This design comes from an exercise in tuning for small area on the open sky130 flow, not from production work.
Only simulation tests tie the RTL to the original design; equivalence was not proved.
Power and IR drop assume default switching activity.

== v33 ==
==> flow/design.v (excerpt) <==
module regfile_param
#(
  parameter int unsigned DATA_W   = regfile_pkg::RF_DATA_W,
  parameter int unsigned ADDR_W   = regfile_pkg::RF_ADDR_W,
  parameter int unsigned NREAD    = 2,
  parameter int unsigned ZERO_REG = 1,
  parameter int unsigned BYPASS   = 1
) (
  input  logic                      clk,
  input  logic                      reset,
  input  logic                      wr_en,
  input  logic [ADDR_W-1:0]         wr_addr,
  input  logic [DATA_W-1:0]         wr_data,
  input  logic [DATA_W/8-1:0]       wr_be,
  output logic                      wr_ok,
  input  logic [NREAD*ADDR_W-1:0]   rd_addr,
  output logic [NREAD*DATA_W-1:0]   rd_data,
  input  logic                      clr_req,
  output logic                      busy
);
  localparam int unsigned DEPTH = 2 ** ADDR_W;
  localparam int unsigned NBYTE = DATA_W / 8;
  localparam int unsigned LO    = (ZERO_REG != 0) ? 1 : 0;
  logic [DEPTH-1:0][DATA_W-1:0] r_mem;
  logic [DEPTH-1:0]             r_vld;
  logic                         r_busy;
  logic [ADDR_W-1:0]            r_ptr;
  logic                         w_wr_acc;
  logic [DATA_W-1:0]            w_wdat;
  assign busy  = r_busy;
  assign wr_ok = ~r_busy;
  assign w_wr_acc = wr_en && !r_busy && !((ZERO_REG != 0) && (wr_addr == '0));
  for (genvar b = 0; b < NBYTE; b++) begin : g_wdat
    assign w_wdat[8*b +: 8] = wr_be[b] ? wr_data[8*b +: 8] : 8'h00;
  end
  always_ff @(posedge clk or negedge reset) begin
    if (!reset) begin
      r_busy <= 1'b0;
      r_ptr  <= '0;
    end else if (r_busy) begin
      r_ptr <= r_ptr + 1'b1;
      if (r_ptr == ADDR_W'(DEPTH - 1)) r_busy <= 1'b0;
    end else if (clr_req) begin
      r_busy <= 1'b1;
      r_ptr  <= '0;
    end
  end
  if (LO == 1) begin : g_zero
    assign r_vld[0] = 1'b0;
    assign r_mem[0] = '0;
  end
  for (genvar e = LO; e < DEPTH; e++) begin : g_ent
    logic w_we;
    assign w_we = w_wr_acc && (wr_addr == ADDR_W'(e));
    always_ff @(posedge clk or negedge reset) begin
      if (!reset) begin
        r_vld[e] <= 1'b0;
      end else if (r_busy) begin
        if (r_ptr == ADDR_W'(e)) r_vld[e] <= 1'b0;
      end else if (w_we) begin
  ...
Size: about 0.042 mm2 of cells after synthesis.
Settings: LEC_CHECK=0, CAP_MARGIN=20, CORE_MARGIN=2, CORE_UTILIZATION=60, CTS_BUF_LIST=sky130_fd_sc_hd__clkbuf_16, CTS_CLUSTER_DIAMETER=100, CTS_CLUSTER_SIZE=25, SLEW_MARGIN=20, SYNTH_HIERARCHICAL=1, SYNTH_MINIMUM_KEEP_SIZE=0; clock period 7.0 ns.
standard.sh (not shown) runs the stock make flow with config.mk's settings and CLKGATE_MAP_FILE= SYNTH_SCRIPT=/design/flow/synth_recipe.tcl, a recipe that flattens the netlist after the stock synthesis.
==> flow/flow/run.sh <==
#!/bin/bash
# Standard ORFS layout, with smaller port buffers and no CTS dummy loads.
set -euo pipefail
export BUFFER_PORTS_ARGS="-buffer_cell sky130_fd_sc_hd__buf_1"
export CTS_ARGS="-sink_clustering_enable -repair_clock_nets -sink_clustering_size 25 -sink_clustering_max_diameter 100 -buf_list sky130_fd_sc_hd__clkbuf_16 -dont_use_dummy_load"
bash standard.sh > standard.log 2>&1
v33 did not stop at any stage, and its layout met the timing, DRC and antenna checks.
#### Input delta (v34 over v33)
==> flow/run.sh (new file) <==
#!/bin/bash
# synth_recipe.tcl (not shown) runs the flow's synth.tcl, then flattens the netlist and writes it again
# the make line also repeats each setting of config.mk as NAME=value (left out here)
make -C /OpenROAD-flow-scripts/flow DESIGN_CONFIG=/design/flow/config.mk WORK_HOME=/design/flow/orfs CLKGATE_MAP_FILE= SYNTH_SCRIPT=/design/flow/synth_recipe.tcl finish
removed: flow/flow/run.sh
removed: flow/standard.sh
## What came out
v33 -> v34: cell area increased by a few percent
Post-detailed-placement cell area of v34 exceeds that of v33 by a few percent.
Going from v33 to v34, the combinational power share was found to have gone up by 0.5 points.
Required time of the critical path essentially unchanged between v33 and v34.

[what the ideal ports hide]
The flow's constraints put no driver on any port. The routed layouts listed below were extracted and timed again, unchanged, in two steps.
Step 1 assumes that a clkbuf_16 drives the clock port and a buf_2 every other input.
Step 2 adds t to the input delays and takes it off the output delays; t is the mean of the earliest and latest rising clock arrival at the registers after step 1. Input paths then give back, and output paths get back, about the clock's delay inside the block.
Three values: ideal, step 1, step 2; two values: the first two.
| run | t, ns | setup WS [ns] | worst register clock-pin slew, ns | pins driven straight from the clock port |
|---|---|---|---|---|
| v33 | 0.701 | 0.961 / 0.848 / 0.848 | 0.11 / 0.11 | 1 |
| v34 | 0.709 | 0.299 / 0.171 / 0.171 | 0.11 / 0.11 | 1 |
After both steps every run listed still meets setup and hold. For v34, which loses most, drivers alone change the setup slack by -0.128 ns; drivers and shift together by -0.128 ns.
